From an optimization exercise on the open Yosys and OpenROAD flow, aimed at a short achievable clock period and few clock cycles; shortcuts taken in it are not production practice.
Only simulation tests tie the RTL to the original design; equivalence was not proved.
Power figures rest on the tool's default switching activity, not on a simulated workload.

## flow/design.v

```verilog
`timescale 1ns/1ps
`default_nettype none
package cpu_isa_pkg;
    localparam int DATA_W = 16;
    localparam int INST_W = 16;
    localparam int REG_AW = 4;
    typedef enum logic [3:0] {
        OP_NOP  = 4'h0,
        OP_ADD  = 4'h1,
        OP_SUB  = 4'h2,
        OP_AND  = 4'h3,
        OP_OR   = 4'h4,
        OP_XOR  = 4'h5,
        OP_SHL  = 4'h6,
        OP_LDI  = 4'h7,
        OP_ADDI = 4'h8,
        OP_LD   = 4'h9,
        OP_ST   = 4'ha,
        OP_BEQ  = 4'hb,
        OP_JMP  = 4'hc
    } opcode_e;
    localparam int OPC_MSB = 15;
    localparam int OPC_LSB = 12;
    localparam int RD_MSB  = 11;
    localparam int RD_LSB  = 8;
    localparam int RS0_MSB = 7;
    localparam int RS0_LSB = 4;
    localparam int RS1_MSB = 3;
    localparam int RS1_LSB = 0;
endpackage
`default_nettype wire
`timescale 1ns/1ps
`default_nettype none
package pipe_pkg;
    typedef enum logic [2:0] {
        ALU_ADD,
        ALU_SUB,
        ALU_AND,
        ALU_OR,
        ALU_XOR,
        ALU_SHL,
        ALU_PASS_B
    } alu_op_e;
    typedef struct packed {
        alu_op_e alu_op;
        logic    use_imm;
        logic    wb_en;
        logic    load;
        logic    store;
        logic    beq;
        logic    jmp;
    } d_info_t;
endpackage
`default_nettype wire
`timescale 1ns/1ps
`default_nettype none
module word_class (
    input  logic [15:0] w,
    output logic        wr,
    output logic        ld,
    output logic        st,
    output logic        br,
    output logic        red,
    output logic        nop,
    output logic        u_rs0,
    output logic        u_rs1,
    output logic        u_rd
);
    logic [3:0] op;
    assign op    = w[15:12];
    assign wr    = (op >= 4'h1) && (op <= 4'h8);
    assign ld    = (op == 4'h9);
    assign st    = (op == 4'ha);
    assign br    = (op == 4'hb) && (w[11:8] != w[7:4]);
    assign red   = ((op == 4'hb) && (w[11:8] == w[7:4])) || (op == 4'hc);
    assign nop   = (op == 4'h0) || (op >= 4'hd);
    assign u_rs0 = ((op >= 4'h1) && (op <= 4'h6)) || (op == 4'h8) || st || br;
    assign u_rs1 = (op >= 4'h1) && (op <= 4'h6);
    assign u_rd  = st || br;
endmodule
module word_compat (
    input  logic [15:0] x,
    input  logic [15:0] y,
    output logic        ok
);
    logic xwr, xld, xst, xbr, xred, xnop, xu0, xu1, xud;
    logic ywr, yld, yst, ybr, yred, ynop, yu0, yu1, yud;
    logic dep;
    word_class cx (.w(x), .wr(xwr), .ld(xld), .st(xst), .br(xbr), .red(xred), .nop(xnop),
                   .u_rs0(xu0), .u_rs1(xu1), .u_rd(xud));
    word_class cy (.w(y), .wr(ywr), .ld(yld), .st(yst), .br(ybr), .red(yred), .nop(ynop),
                   .u_rs0(yu0), .u_rs1(yu1), .u_rd(yud));
    assign dep = (xwr || xld) && ((yu0 && (y[7:4] == x[11:8])) || (yu1 && (y[3:0] == x[11:8])) ||
                         (yud && (y[11:8] == x[11:8])));
    assign ok  = (xwr || xld || xst || xbr || xnop) && (ywr || yld || yst || ybr || ynop) &&
                 !((xwr || xld) && (ywr || yld)) && !(xst && yst) && !(xbr && ybr) &&
                 !(xst && yld) && !(dep && !(ybr && xwr));
endmodule
`default_nettype wire
`timescale 1ns/1ps
`default_nettype none
module cpu_top #(
    parameter int PC_W    = 8,
    parameter int DMEM_AW = 8
) (
    input  logic                           clk,
    input  logic                           rst_n_i,
    input  logic                           stall_i,
    input  logic [cpu_isa_pkg::INST_W-1:0] inst_i,
    output logic [PC_W-1:0]                inst_addr_o,
    output logic                           wb_valid_o,
    output logic [cpu_isa_pkg::REG_AW-1:0] wb_reg_o,
    output logic [cpu_isa_pkg::DATA_W-1:0] wb_data_o
);
    localparam int DW = cpu_isa_pkg::DATA_W;
    localparam int NI = 1 << PC_W;
    logic go, d_hold, b_taken, miss;
    logic [PC_W-1:0] x_btgt;
    assign go = !stall_i;
    logic [PC_W-1:0] pc, pf;
    assign inst_addr_o = pf;
    logic            bc_red, bc_nop, bfold;
    logic [PC_W-1:0] btg, bsn;
    word_class cls_b (.w(inst_i), .wr(), .ld(), .st(), .br(), .red(bc_red), .nop(bc_nop),
                      .u_rs0(), .u_rs1(), .u_rd());
    assign bfold = bc_red || bc_nop;
    assign btg   = (inst_i[15:12] == 4'hc) ? inst_i[PC_W-1:0] :
                   bc_red ? pf + {{(PC_W-4){inst_i[3]}}, inst_i[3:0]} : pf + 1'b1;
    assign bsn   = bc_red ? btg : pf + 1'b1;
    logic [15:0] h1, h2;
    logic [1:0]  hq;
    logic        pr1, tr2, c1_red, k1, k2;
    logic        p1, t2;
    word_class cls_h1 (.w(h1), .wr(), .ld(), .st(), .br(), .red(c1_red), .nop(),
                       .u_rs0(), .u_rs1(), .u_rd());
    word_compat cmp_1 (.x(h1), .y(inst_i), .ok(k1));
    word_compat cmp_2 (.x(h2), .y(inst_i), .ok(k2));
    assign p1 = (hq >= 2'd1) && k1;
    assign t2 = (hq >= 2'd2) && pr1 && p1 && k2;
    always_ff @(posedge clk) begin
        h1  <= inst_i;
        h2  <= h1;
        pr1 <= p1;
        tr2 <= t2;
    end
    logic            f_v, f_c1, f_c2, f_c3;
    logic [NI-1:0]   f_oh;
    logic [PC_W-1:0] f_a, f_bsn, f_nx1, f_nx2, f_fnx;
    logic [1:0]      f_g1, f_g2;
    logic [15:0]     f_w;
    logic [PC_W-1:0] fnx_b;
    assign fnx_b = bfold ? btg : pf;
    always_ff @(posedge clk) begin
        if (!rst_n_i) begin
            f_v <= 1'b0;
        end else begin
            f_v <= 1'b1;
        end
        f_a   <= pf;
        f_oh  <= NI'(1) << pf;
        f_w   <= inst_i;
        f_bsn <= bsn;
        f_fnx <= fnx_b;
        f_c1  <= (hq >= 2'd1) && !c1_red;
        f_g1  <= p1 ? 2'd2 : 2'd1;
        f_nx1 <= p1 ? pf + 1'b1 : fnx_b;
        f_c2  <= (hq >= 2'd2) && pr1;
        f_g2  <= t2 ? 2'd3 : 2'd2;
        f_nx2 <= t2 ? pf + 1'b1 : fnx_b;
        f_c3  <= (hq == 2'd3) && tr2;
    end
    logic [NI-1:0]              c_v;
    logic [NI-1:0][15:0]        c_w;
    logic [NI-1:0][1:0]         c_g;
    logic [NI-1:0][PC_W-1:0]    c_nx;
    for (genvar i = 0; i < NI; i++) begin : g_cache
        logic sa, s1, s2, s3;
        assign sa = f_oh[i];
        assign s1 = f_oh[(i + 1) % NI] && f_c1;
        assign s2 = f_oh[(i + 2) % NI] && f_c2;
        assign s3 = f_oh[(i + 3) % NI] && f_c3;
        always_ff @(posedge clk) begin
            if (!rst_n_i) begin
                c_v[i] <= 1'b0;
            end else if (f_v && sa) begin
                c_v[i] <= 1'b1;
            end
        end
        always_ff @(posedge clk) begin
            if (f_v) begin
                if (sa) begin
                    c_w[i]  <= f_w;
                    c_g[i]  <= 2'd1;
                    c_nx[i] <= f_bsn;
                end else if (s1) begin
                    c_g[i]  <= f_g1;
                    c_nx[i] <= f_nx1;
                end else if (s2) begin
                    c_g[i]  <= f_g2;
                    c_nx[i] <= f_nx2;
                end else if (s3) begin
                    c_nx[i] <= f_fnx;
                end
            end
        end
    end
    always_ff @(posedge clk) begin
        if (!rst_n_i) begin
            pf <= '0;
            hq <= '0;
        end else if (miss && !b_taken) begin
            pf <= pc;
            hq <= '0;
        end else begin
            pf <= pf + 1'b1;
            hq <= (hq == 2'd3) ? 2'd3 : hq + 1'b1;
        end
    end
    logic [PC_W-1:0] pc1, pc2, f_next;
    logic            e0_v;
    logic [1:0]      e0_g;
    logic [PC_W-1:0] e0_nx;
    logic [15:0]     w0, w1, w2;
    assign pc1   = pc + 1'b1;
    assign pc2   = pc + 2'd2;
    assign e0_v  = c_v[pc];
    assign e0_g  = c_g[pc];
    assign e0_nx = c_nx[pc];
    logic fhit;
    assign fhit  = f_v && (f_a == pc);
    assign w0    = e0_v ? c_w[pc] : fhit ? f_w : inst_i;
    assign w1    = c_w[pc1];
    assign w2    = c_w[pc2];
    assign miss   = !e0_v && !fhit && (pc != pf);
    assign f_next = e0_v ? e0_nx : fhit ? f_bsn : bsn;
    always_ff @(posedge clk) begin
        if (!rst_n_i) begin
            pc <= '0;
        end else if (go) begin
            if (b_taken) begin
                pc <= x_btgt;
            end else if (!d_hold && !miss) begin
                pc <= f_next;
            end
        end
    end
    logic            d_v;
    logic [1:0]      d_g;
    logic [15:0]     d_w0, d_w1, d_w2;
    logic [PC_W-1:0] d_pc;
    always_ff @(posedge clk) begin
        if (!rst_n_i) begin
            d_v <= 1'b0;
        end else if (go) begin
            if (b_taken) begin
                d_v <= 1'b0;
            end else if (!d_hold) begin
                d_v <= !miss;
            end
        end
    end
    always_ff @(posedge clk) begin
        if (go && !d_hold) begin
            d_g  <= e0_v ? e0_g : 2'd1;
            d_w0 <= w0;
            d_w1 <= w1;
            d_w2 <= w2;
            d_pc <= pc;
        end
    end
    logic [DW-1:0] rf [16];
    logic          byp_en;
    logic [3:0]    x_rd;
    logic [DW-1:0] wdata;
    logic  s1, s2;
    logic  w_0, w_1, w_2, st_0, st_1, st_2, b_0, b_1, b_2;
    logic  dc0_wr, dc0_ld, dc0_st, dc0_br, dc1_wr, dc1_ld, dc1_st, dc1_br;
    logic  dc2_wr, dc2_ld, dc2_st, dc2_br;
    word_class cls_d0 (.w(d_w0), .wr(dc0_wr), .ld(dc0_ld), .st(dc0_st), .br(dc0_br), .red(),
                       .nop(), .u_rs0(), .u_rs1(), .u_rd());
    word_class cls_d1 (.w(d_w1), .wr(dc1_wr), .ld(dc1_ld), .st(dc1_st), .br(dc1_br), .red(),
                       .nop(), .u_rs0(), .u_rs1(), .u_rd());
    word_class cls_d2 (.w(d_w2), .wr(dc2_wr), .ld(dc2_ld), .st(dc2_st), .br(dc2_br), .red(),
                       .nop(), .u_rs0(), .u_rs1(), .u_rd());
    assign s1  = d_g >= 2'd2;
    assign s2  = d_g == 2'd3;
    assign w_0  = dc0_wr || dc0_ld;
    assign w_1  = s1 && (dc1_wr || dc1_ld);
    assign w_2  = s2 && (dc2_wr || dc2_ld);
    assign st_0 = dc0_st;
    assign st_1 = s1 && dc1_st;
    assign st_2 = s2 && dc2_st;
    assign b_0  = dc0_br;
    assign b_1  = s1 && dc1_br;
    assign b_2  = s2 && dc2_br;
    logic        nw_v, ns_v, nb_v, nw_ab, ns_ab, nb_fuse, nb_rdw;
    logic [15:0] nw_ir, ns_ir, nb_ir;
    logic [PC_W-1:0] nb_pc;
    assign nw_v  = d_v && (w_0 || w_1 || w_2);
    assign nw_ir = w_0 ? d_w0 : w_1 ? d_w1 : d_w2;
    assign nw_ab = (w_1 && b_0) || (w_2 && (b_0 || b_1));
    assign ns_v  = d_v && (st_0 || st_1 || st_2);
    assign ns_ir = st_0 ? d_w0 : st_1 ? d_w1 : d_w2;
    assign ns_ab = (st_1 && b_0) || (st_2 && (b_0 || b_1));
    assign nb_v  = d_v && (b_0 || b_1 || b_2);
    assign nb_ir = b_0 ? d_w0 : b_1 ? d_w1 : d_w2;
    assign nb_pc = d_pc + (b_0 ? 2'd0 : b_1 ? 2'd1 : 2'd2);
    assign nb_rdw  = (nb_ir[11:8] == nw_ir[11:8]);
    assign nb_fuse = ((b_1 && w_0) || (b_2 && (w_0 || w_1))) &&
                     (nb_rdw || (nb_ir[7:4] == nw_ir[11:8]));
    logic [2:0][15:0]   dw;
    logic [2:0][DW-1:0] v_rs0, v_rs1, v_rd;
    logic [2:0]         m_rs0, m_rs1, m_rdf, sw, ss, sb;
    assign dw = {d_w2, d_w1, d_w0};
    assign sw = {w_2, w_1, w_0};
    assign ss = {st_2, st_1, st_0};
    assign sb = {b_2, b_1, b_0};
    for (genvar k = 0; k < 3; k++) begin : g_slot
        assign v_rs0[k] = rf[dw[k][7:4]];
        assign v_rs1[k] = rf[dw[k][3:0]];
        assign v_rd[k]  = rf[dw[k][11:8]];
        assign m_rs0[k] = byp_en && (x_rd == dw[k][7:4]);
        assign m_rs1[k] = byp_en && (x_rd == dw[k][3:0]);
        assign m_rdf[k]  = byp_en && (x_rd == dw[k][11:8]);
    end
    logic [DW-1:0] sw_rs0, sw_rs1, ss_rs0, ss_rd, sb_rs0, sb_rd;
    always_comb begin
        sw_rs0 = '0;
        sw_rs1 = '0;
        ss_rs0 = '0;
        ss_rd  = '0;
        sb_rs0 = '0;
        sb_rd  = '0;
        for (int k = 0; k < 3; k++) begin
            sw_rs0 = sw_rs0 | ({DW{sw[k]}} & v_rs0[k]);
            sw_rs1 = sw_rs1 | ({DW{sw[k]}} & v_rs1[k]);
            ss_rs0 = ss_rs0 | ({DW{ss[k]}} & v_rs0[k]);
            ss_rd  = ss_rd  | ({DW{ss[k]}} & v_rd[k]);
            sb_rs0 = sb_rs0 | ({DW{sb[k]}} & v_rs0[k]);
            sb_rd  = sb_rd  | ({DW{sb[k]}} & v_rd[k]);
        end
    end
    logic [3:0]    nb_oth;
    logic [DW-1:0] rd_wa, rd_wb, rd_sa, rd_sd, rd_ba, rd_bc;
    assign nb_oth = nb_ir[11:8];
    assign rd_wa = |(sw & m_rs0) ? wdata : sw_rs0;
    assign rd_wb = |(sw & m_rs1) ? wdata : sw_rs1;
    assign rd_sa = |(ss & m_rs0) ? wdata : ss_rs0;
    assign rd_sd = |(ss & m_rdf)  ? wdata : ss_rd;
    assign rd_ba = |(sb & m_rs0) ? wdata : sb_rs0;
    assign rd_bc = |(sb & m_rdf)  ? wdata : sb_rd;
    logic [DMEM_AW-1:0] nw_maddr;
    assign nw_maddr = sw_rs0[DMEM_AW-1:0] + {{(DMEM_AW-4){nw_ir[3]}}, nw_ir[3:0]};
    assign d_hold   = nw_v && (nw_ir[15:12] == 4'h9) && |(sw & m_rs0);
    logic [3:0]    nwop;
    logic [DW-1:0] nw_b;
    assign nwop = nw_ir[15:12];
    always_comb begin
        if (nwop == 4'h7) begin
            nw_b = {{(DW-8){1'b0}}, nw_ir[7:0]};
        end else if ((nwop == 4'h8) || (nwop == 4'h9)) begin
            nw_b = {{(DW-4){nw_ir[3]}}, nw_ir[3:0]};
        end else if (nwop == 4'h2) begin
            nw_b = ~rd_wb;
        end else begin
            nw_b = rd_wb;
        end
    end
    logic            x_wv, x_wab, x_sv, x_sab, x_bv, x_bfuse;
    logic [DW-1:0]   x_a, x_b, x_sd, x_ba, x_bc;
    logic [DMEM_AW-1:0] x_sa;
    logic [3:0]      x_simm;
    logic            x_cin, x_ld, x_add, x_and, x_or, x_xor, x_shl, x_pass;
    logic            wb_fire;
    logic [DMEM_AW-1:0] x_maddr;
    logic               x_bsel;
    logic [DW-1:0]   sum, lgc, alu;
    always_ff @(posedge clk) begin
        if (!rst_n_i) begin
            x_wv <= 1'b0;
            x_sv <= 1'b0;
            x_bv <= 1'b0;
        end else if (go) begin
            if (b_taken) begin
                x_wv <= 1'b0;
                x_sv <= 1'b0;
                x_bv <= 1'b0;
            end else if (d_hold) begin
                x_wv <= 1'b0;
                x_sv <= 1'b0;
                x_bv <= 1'b0;
            end else begin
                x_wv <= nw_v;
                x_sv <= ns_v;
                x_bv <= nb_v;
            end
        end
    end
    always_ff @(posedge clk) begin
        if (go && !d_hold) begin
            x_maddr <= nw_maddr;
            x_wab   <= nw_ab;
            x_rd    <= nw_ir[11:8];
            x_a     <= rd_wa;
            x_b     <= nw_b;
            x_cin   <= (nwop == 4'h2);
            x_ld    <= (nwop == 4'h9);
            x_add   <= (nwop == 4'h1) || (nwop == 4'h2) || (nwop == 4'h8) || (nwop == 4'h9);
            x_and   <= (nwop == 4'h3);
            x_or    <= (nwop == 4'h4);
            x_xor   <= (nwop == 4'h5);
            x_shl   <= (nwop == 4'h6);
            x_pass  <= (nwop == 4'h7);
            x_sab   <= ns_ab;
            x_sa    <= rd_sa[DMEM_AW-1:0];
            x_simm  <= ns_ir[3:0];
            x_sd    <= rd_sd;
            x_bfuse <= nb_fuse;
            x_ba    <= rd_ba;
            x_bc    <= rd_bc;
            x_bsel  <= nb_rdw;
            x_btgt  <= nb_pc + {{(PC_W-4){nb_ir[3]}}, nb_ir[3:0]};
        end
    end
    assign sum = x_a + x_b + {{(DW-1){1'b0}}, x_cin};
    always_comb begin
        lgc = x_b;
        if (x_and) lgc = x_a & x_b;
        if (x_or)  lgc = x_a | x_b;
        if (x_xor) lgc = x_a ^ x_b;
        if (x_shl) lgc = x_a << x_b[3:0];
    end
    assign alu = x_add ? sum : lgc;
    logic [DW-1:0] x_oth, sq_k, sq_h;
    logic          sum_eq, fuse_eq;
    assign x_oth  = x_bsel ? x_ba : x_bc;
    assign sq_h   = x_a ^ x_b ^ x_oth;
    assign sq_k   = {(x_a[DW-2:0] & x_b[DW-2:0]) | ((x_a[DW-2:0] ^ x_b[DW-2:0]) & ~x_oth[DW-2:0]),
                     x_cin};
    assign sum_eq  = (sq_h == sq_k);
    assign fuse_eq = x_add ? sum_eq : (lgc == x_oth);
    logic [DW-1:0]      dmem [1 << DMEM_AW];
    logic [DMEM_AW-1:0] st_addr;
    assign b_taken = x_bv && (x_bfuse ? fuse_eq : (x_ba == x_bc));
    assign byp_en  = x_wv;
    assign wb_fire = go && x_wv && !(x_wab && b_taken);
    assign wdata   = x_ld ? dmem[x_maddr] : alu;
    assign st_addr = x_sa + {{(DMEM_AW-4){x_simm[3]}}, x_simm};
    always_ff @(posedge clk) begin
        if (go && x_sv && !(x_sab && b_taken)) begin
            dmem[st_addr] <= x_sd;
        end
    end
    always_ff @(posedge clk) begin
        if (wb_fire) begin
            rf[x_rd] <= wdata;
        end
    end
    always_ff @(posedge clk) begin
        if (!rst_n_i) begin
            wb_valid_o <= 1'b0;
        end else begin
            wb_valid_o <= wb_fire;
        end
        if (wb_fire) begin
            wb_reg_o  <= x_rd;
            wb_data_o <= wdata;
        end
    end
endmodule
`default_nettype wire
```

## flow/flow/run.sh

```bash
#!/bin/bash
# The standard layout (standard.sh), with the timing repair aimed below
# the clock period by SETUP_SLACK_MARGIN, cell sizing free to change a cell's
# footprint, and port buffers strong enough for the port wires.
set -euo pipefail
bash standard.sh \
    SETUP_SLACK_MARGIN=6.2 \
    TNS_END_PERCENT=5 \
    MATCH_CELL_FOOTPRINT=0 \
    "BUFFER_PORTS_ARGS=-buffer_cell sky130_fd_sc_hd__buf_4" \
    finish > standard.log 2>&1
```

## flow/standard.sh

```bash
#!/bin/bash
# synth_recipe.tcl (not shown) runs the flow's synth.tcl, then flattens the netlist and writes it again
# the make line also repeats each setting of config.mk as NAME=value (left out here)
make -C /OpenROAD-flow-scripts/flow DESIGN_CONFIG=/design/flow/config.mk WORK_HOME=/design/flow/orfs CLKGATE_MAP_FILE= SYNTH_SCRIPT=/design/flow/synth_recipe.tcl "${@:-finish}"
```

## flow/config.mk

```make
export PLATFORM = sky130hd
export DESIGN_NAME = cpu_top
export DESIGN_NICKNAME = cpu_top
export VERILOG_FILES = /design/flow/design.v
export SDC_FILE = /design/flow/constraint.sdc
export NUM_CORES = 4
export LEC_CHECK = 0
export CAP_MARGIN = 20
export CORE_MARGIN = 2
export CORE_UTILIZATION = 40
export SLEW_MARGIN = 20
```

## flow/constraint.sdc

```tcl
create_clock -name core_clock -period 10.0 [get_ports {clk}]
set_input_delay 2.0000 -clock core_clock [delete_from_list [all_inputs] [get_ports {clk}]]
set_output_delay 2.0000 -clock core_clock [all_outputs]
set_load 0.01 [all_outputs]
```

==> results of run 1 <==
what timing repair did:
item,in CTS,in global routing
resized for setup,1872,245
buffers inserted,659,191
pin swaps,177,87
gates cloned,384,43
setup endpoints to repair,6761,7017
layout by cell type (no fill, tap or decap), types with 76 or more instances in the layout:
cell type	n
a211o_1	276
a21o_1	267
a21oi_1	2560
a221oi_1	86
a22o_1	128
a22oi_1	271
a31oi_1	85
and2_1	634
and2_2	158
buf_12	385
buf_16	197
buf_4	1456
buf_6	206
buf_8	86
bufinv_16	117
clkbuf_1	270
clkbuf_16	1692
clkinv_1	251
clkinv_2	183
dfxtp_1	555
dfxtp_4	86
diode_2	567
edfxtp_1	11210
inv_1	76
mux2i_1	2539
mux4_2	6339
nand2_1	2799
nand3_1	76
nor2_1	2632
nor2_4	179
nor2b_1	294
o21a_1	266
o21ai_0	2194
o221ai_1	124
o31a_1	262
xnor2_1	91
xor2_1	86
kinds of logic after synthesis:
kind of cell    synth area share, %
flops                         57.00
buf+inv                       2.859
simple gates                  5.004
mux                           27.63
compound gates                6.996
fa+ha+maj                    0.2239
xor+xnor                     0.2898
how the worst max path moves through the flow:
stage,startpoint,endpoint,cells after the start
3_3_place_gp,pc[0]$_SDFFE_PN0P_,pc[7]$_SDFFE_PN0P_,13
5_1_grt,register,x_b[7]$_DFFE_PN_,12
2_1_floorplan,f_w[0]$_DFF_P_,c_w[0]$_DFFE_PP_,0
3_5_place_dp,pc[0]$_SDFFE_PN0P_,pc[7]$_SDFFE_PN0P_,13
6_report,pc[6]$_SDFFE_PN0P_,d_w0[15]$_DFFE_PN_,11
4_1_cts,wb_data_o[1]$_DFFE_PP_,wb_data_o[1],1
registers in the layout, summed over array words and instances (netlist names), 256 cells and up, named ones only:
register	cells
c_nx	2048
rf	256
dmem	4096
c_v	256
f_oh	256
c_w	4096
c_g	512
report_power, final:
part	leakage (nW)	total [mW]	switching (mW)	internal, mW
Clock	20.8	49.5	20.9	28.6
Sequential	108	60.2	2.77	57.4
Combinational	93.1	91.5	56.9	34.6
through the flow:
stage	cell area, sq um	utilization [%]
floorplan	614100	-
global placement	635700	41.50
detailed placement	636100	41.52
CTS	702700	45.87
global route	707600	46.19
finish	708300	46.23
layout make-up:
cell class	count	area, sq um	share of cell area (%)
Clock inverter	670	6446	0.9101
Tap cell	20340	25440	3.592
Multi-Input combinational cell	23680	252600	35.66
Timing Repair inverter	9	75.07	0.01060
Timing Repair Buffer	2648	35500	5.011
Antenna cell	567	1419	0.2003
Sequential cell	11860	350000	49.42
Inverter	105	570.5	0.08055
Clock buffer	1700	36260	5.119
Yosys cell counts, drive strengths merged, types with 111 or more instances:
cell / n / area [sq um]
clkbuf: 3302 / 12390
nor2: 2853 / 10710
o21a: 267 / 2004
a21o: 268 / 2012
a211o: 279 / 2444
o221ai: 148 / 1296
dfxtp: 654 / 13090
xnor2: 111 / 972.2
a221oi: 158 / 1384
a21oi: 2611 / 13070
nand2: 2866 / 10760
o21ai: 2251 / 11270
edfxtp: 11210 / 336600
and2: 804 / 5030
mux2i: 2584 / 25860
a22o: 132 / 1156
o31a: 263 / 2303
a22oi: 326 / 2447
mux4: 6339 / 142800
buf: 1069 / 4751
nor2b: 312 / 1952
worst register-to-register path, delay by kind of cell (launching register included):
family | cells | cell delay, ns
flops | 1 | 0.39
buf+inv | 6 | 2.46
compound gates | 5 | 1.63
per-layer routing:
| metal | vias to the layer above | GRT usage (%) |
|---|---|---|
| li1 | 160600 | - |
| met1 | 218200 | 40.01 |
| met2 | 39610 | 44.33 |
| met3 | 7926 | 13.33 |
| met4 | 147 | 19.88 |
| met5 | - | 0.5526 |
==> results.txt, run 1 <==
Slew Limit Fails=0; RSZ-0062 raised after global routing=yes; FF-to-FF End=d_w0[15]$_DFFE_PN_; Top Layer Used=met5; PortBufs=47; Min-Delay Path Class=register to register; detailed placer's ending HPWL=1433 mm; Mapped Cells=40010; Synth-to-Final Area Change=15.46%; Die Ht=1.242 mm; Synth Warn #=1; Core Rows=455; sequential-to-total area share from yosys stat=57.00%; CTS sink count=11860; FILL cells=128800; vias in the first global route=397300; Num CTS Buffers=1361; number of synthesized register bits=11860; CP max-delay cell=inv_4; met3 wire len=421.1 mm; Final Cycle Share=47.59%; Failing Checks=antenna rules; worst slew pin tran=1.395 ns; slew margin rel.=7.005%; critical path's top delay family=buffers and inverters; Reg-to-Reg Start=pc[6]$_SDFFE_PN0P_; Max stage delay on crit path=0.82 ns; Final #Nets=39780; crit start category=register; crit path max fanout=32; initial antenna violation count=258; WHS=0.4581 ns; max cap viols=0; htree depth=7; worst path arrival time=5.85 ns; setup tns final=0 ns; HP Start=c_v[106]$_SDFFE_PN0P_; die width=1.242 mm; Initial Util=40.04%; # setup viols final=0; total track usage=31.48%; Final min period=4.759 ns; R2R cell count=11; met1 wire length=847.8 mm; fraction of layout cells with a size suffix above 1=29.64%; drt via density=6.926; Post-synth EDFFs=11210; placed cell count=57360; Netlist cell types=79; largest net degree at the start of global routing=188; Hold Path End=c_v[106]$_SDFFE_PN0P_; Routed WL=2524 mm; IO Count=48; sequence of cells on the critical path=buf_12 -> inv_4 -> buf_4 -> o311ai_0 -> o32a_4 -> a22oi_2 -> buf_4 -> clkbuf_16 -> buf_12 -> o211ai_1 -> o31a_1; Die ar.=1544000 sq um; total number of vias=426500; Max IR drop VDD=242.4 uV; Final WS setup=5.241 ns; ys flop type=edfxtp_1; Initial DRC Count=78360; met2 routed WL=1057 mm; core area=1532000 sq um; CTS tree=yes; worst path bufs/invs=6; clk slew on worst S/H paths=0.06 ns; final std cells w/o fill=61580; global-route wire length before repair=3396 mm; post-synth net total=40130; CP endpoint kind=register; ys async rst share=0%; Place WS=3.154 ns; FF-to-FF setup slack=5.24 ns; Hold Violations, Final=0; PD cells=284.1 nW/um^2; Layout Skew=0.1718 ns; number of detailed-route iterations in the first pass=9; worst hold path depth=1; Leak=221.6 nW; Required @ worst endpoint=11.09 ns; Synth Cell Area=613500 sq um; GRT overflow=0; highest achievable clock rate=210.1 MHz; clock buffer depth=6; Residual DRC=0; worst-skew pair later-pin latency=1.38 ns; Root Driver=clkbuf_16; CP Class=register to register; Post-Syn Area per Cell=15.33 sq um; hold buffers post-CTS=0; status=failed layout checks; Tot Pwr=201.2 mW; per-cell routed wire length=40.98 microns; DRT antenna net count=1; GPL Wtd Cong=0.9367
Testbench counts, summed over its fixed seeds: cycles 12,599.
==> run 2, diff against run 1 <==
==> flow/flow/run.sh (replaced) <==
#!/bin/bash
# The standard layout (standard.sh), with the timing repair aimed below
# the clock period by SETUP_SLACK_MARGIN, cell sizing free to change a cell's
# footprint, port buffers strong enough for the port wires, and cell padding
# to leave the router room around the dense multiplexers.
set -euo pipefail
bash standard.sh \
    SETUP_SLACK_MARGIN=6.2 \
    TNS_END_PERCENT=5 \
    MATCH_CELL_FOOTPRINT=0 \
    "BUFFER_PORTS_ARGS=-buffer_cell sky130_fd_sc_hd__buf_4" \
    CELL_PAD_IN_SITES_GLOBAL_PLACEMENT=2 \
    CELL_PAD_IN_SITES_DETAIL_PLACEMENT=1 \
    finish > standard.log 2>&1
==> run 2 against run 1 <==
Net effect: now clean on timing, DRC and antenna; combinational power grew 3.8%; setup slack lost 0.12 ns; critical path depth grew 4; sequential share of layout area shrank 0.33 points; power grew 3.5%; core utilization grew 0.31 points.
==> results.txt, run 2 <==
Tot Pwr=208.2 mW (+3.5%); Layout Skew=0.1222 ns (-0.04954 ns); crit path max fanout=20 (-38%); Die ar.=1544000 sq um (unchanged); fraction of layout cells with a size suffix above 1=30.60% (+0.97 points); Synth Cell Area=613500 sq um (unchanged); GRT overflow=0 (unchanged); Root Driver=clkbuf_16; total number of vias=422200 (-1.0%); Post-synth EDFFs=11210 (unchanged); setup tns final=0 ns (unchanged); clock buffer depth=6 (unchanged); Netlist cell types=79 (unchanged); critical path launch point=pc[2]$_SDFFE_PN0P_; drt via density=6.802 (-1.8%); post-synth net total=40130 (unchanged); Routed WL=2879 mm (+14%); placed cell count=57550 (+0.33%); commonest cells after routing, fill and taps aside=edfxtp_1 (11210), mux4_2 (6339), nand2_1 (2798); clk slew on worst S/H paths=0.06 ns (about the same); sequential-to-total area share from yosys stat=57.00% (unchanged); most frequent cells after synthesis=edfxtp_1 (11210), mux4_2 (6339), clkbuf_1 (3302); PD cells=292.0 nW/um^2 (+2.8%); core area=1532000 sq um (unchanged); most numerous cell in the Yosys netlist=edfxtp_1; status=timing/DRC/antenna clean; Final Cycle Share=48.81% (+1.2 points); post-synth top area cell=edfxtp_1; number of synthesized register bits=11860 (unchanged); Num CTS Buffers=1444 (+6.1%); slew margin rel.=9.908% (+2.9 points); ys async rst share=0% (unchanged); detailed placer's ending HPWL=1691 mm (+18%); per-cell routed wire length=46.37 microns (+13%); Required @ worst endpoint=11.18 ns (+0.09 ns); Mapped Cells=40010 (unchanged); Slew Limit Fails=0 (unchanged); commonest non-fill, non-tap cell in the layout=edfxtp_1; number of detailed-route iterations in the first pass=8 (-1); PortBufs=47 (unchanged); largest net degree at the start of global routing=195 (+3.7%); Synth-to-Final Area Change=16.24%; Post-Syn Area per Cell=15.33 sq um (unchanged); met1 wire length=1089 mm (+28%); highest achievable clock rate=204.9 MHz (-2.5%); ys flop type=edfxtp_1; Final min period=4.881 ns (+0.1223 ns); met2 routed WL=1312 mm (+24%); Initial Util=40.04% (unchanged); total track usage=35.39% (+3.9 points); Leak=224.2 nW (+1.2%); initial antenna violation count=288 (+12%); CTS sink count=11860 (unchanged); max cap viols=0 (unchanged); Synth Warn #=1 (unchanged); crit start category=register; RSZ-0062 raised after global routing=yes; IO Count=48 (unchanged); DRT antenna net count=0 (-1); Max IR drop VDD=226.5 uV (-6.5%); die width=1.242 mm (unchanged); Initial DRC Count=61720 (-21%); worst path arrival time=6.06 ns (+0.21 ns); met3 wire len=276.5 mm (-34%); htree depth=7 (unchanged); vias in the first global route=410600 (+3.4%); Core Rows=455 (unchanged); hold buffers post-CTS=0 (unchanged); GPL Wtd Cong=0.8938 (-4.6%); Synth area leaders=edfxtp_1 (55%), mux4_2 (23%), mux2i_1 (4.2%), dfxtp_1 (2.1%), a21oi_1 (2.1%); global-route wire length before repair=3748 mm (+10%); Final #Nets=40070 (+0.72%); final std cells w/o fill=62080 (+0.81%); # setup viols final=0 (unchanged); Min-Delay Path Class=register to register; worst-skew pair later-pin latency=1.40 ns (+0.02 ns); Reg-to-Reg Start=pc[2]$_SDFFE_PN0P_; Die Ht=1.242 mm (unchanged); Residual DRC=0 (unchanged); Hold Violations, Final=0 (unchanged); biggest regs=c_w: 4096 flops, dmem: 4096 flops, c_nx: 2048 flops; Top Layer Used=met5; HP Start=pf[4]$_SDFF_PN0_; CTS tree=yes; Synth top area share=54.87% (unchanged); CP endpoint kind=register; CP Class=register to register; worst slew pin tran=1.351 ns (-0.04354 ns)
==> run 2: cell counts after synthesis <==
No cell type changed its count.
==> run 2: cell type report <==
| cell class | count | area [sq um] |
|---|---|---|
| clock inverters | 721 | 7256 |
| flip-flops and latches | 11860 | 350000 |
| well taps | 20340 | 25440 |
| repair buffers | 2848 | 35910 |
| multi-input cells | 23690 | 253200 |
| fillers | 145300 | 818900 |
| repair inverters | 9 | 72.57 |
| inverters | 105 | 561.8 |
| diodes | 677 | 1694 |
| clock buffers | 1832 | 38870 |
==> run 2: final timing paths <==
kind,endpoint,slack [ns],cells after the start
worst max-delay path,pc[5]$_SDFFE_PN0P_,5.12,15
worst max register to register,pc[5]$_SDFFE_PN0P_,5.12,15
worst min register to register,f_a[4]$_DFF_P_,0.40,0
worst min-delay path,f_a[4]$_DFF_P_,0.40,0
==> run 2: cell families after synthesis <==
logic type	after synthesis	share of synthesized area [%]
adder cells (fa/ha/maj)	96	0.2239
AND/OR/NAND/NOR	7213	5.004
flip-flops	11860	57.00
multiplexers	8998	27.63
buffers and inverters	4476	2.859
AO/OA/AOI/OAI	7163	6.996
XOR/XNOR	203	0.2898
==> run 2: power breakdown <==
| group | internal [mW] | total [mW] | leakage, nW | switching (mW) |
|---|---|---|---|---|
| sequential | 57.4 | 60.1 | 108 | 2.70 |
| clock | 31.0 | 53.0 | 22.6 | 22.0 |
| combinational | 35.3 | 95.0 | 93.9 | 59.7 |
==> run 2: timing repair <==
action | in CTS | in global routing
setup buffers | 384 | 530
gates resized for setup | 1176 | 846
setup endpoints to repair | 6383 | 6936
pin swaps | 133 | 152
cloned | 154 | 227
==> run 2: through the flow <==
step | hold slack (ns) | utilization [%] | setup WS (ns) | instance area [sq um]
6_report | 0.4002 | 46.55 | 5.119 | 713100
5_1_grt | 0.4130 | 46.53 | 5.212 | 712800
3_5_place_dp | 0.3904 | 41.68 | 3.008 | 638500
3_3_place_gp | 0.4001 | 41.65 | 2.775 | 638100
4_1_cts | 0.3988 | 45.52 | 5.235 | 697400
2_1_floorplan | 0.4064 | - | 5.747 | 614100
==> run 2: per-layer routing <==
| metal | GRT usage (%) | vias up |
|---|---|---|
| met2 | 54.85 | 26160 |
| li1 | - | 161400 |
| met5 | 0 | - |
| met1 | 46.61 | 229100 |
| met4 | 20.01 | 76 |
| met3 | 7.428 | 5452 |
==> run 2: critical path, stage by stage (launching register included) <==
cell and delay [ns]:
dfxtp_4 0.38, buf_12 0.15, buf_4 0.24, buf_4 0.45, buf_4 0.54, mux4_2 0.44
mux2i_2 0.49, a21oi_1 0.18, a311oi_1 0.58, o2111ai_2 0.20, buf_4 0.24, o311ai_1 0.12
buf_4 0.22, mux2_2 0.22, a211o_1 0.14, a21oi_1 0.05

==> re-timing with driven ports <==
Ports are ideal in the flow. The routed layouts listed here were re-timed in OpenROAD.
Step 1 sets driving cells, clkbuf_16 on the clock port and buf_2 on the other inputs (assumed; they add their load-dependent delay and slew).
Step 2, shift: input delay + t, output delay - t, t = (earliest + latest rising clock arrival at the registers) / 2. This alone moves slack from input paths to output paths.
a / b / c = ideal ports / drivers / drivers and shift; a / b = the first two.
| run | t (ns) | setup WS [ns] | worst setup path at the end | worst data-port slew with drivers (ns) |
|---|---|---|---|---|
| run 1 | 1.494 | 5.241 / 5.241 / 4.546 | input to register | 0.73 |
| run 2 | 1.538 | 5.119 / 5.119 / 4.244 | input to register | 0.33 |
For run 2, which loses most, drivers alone change the setup slack by 0.000 ns; drivers and shift together by -0.875 ns.
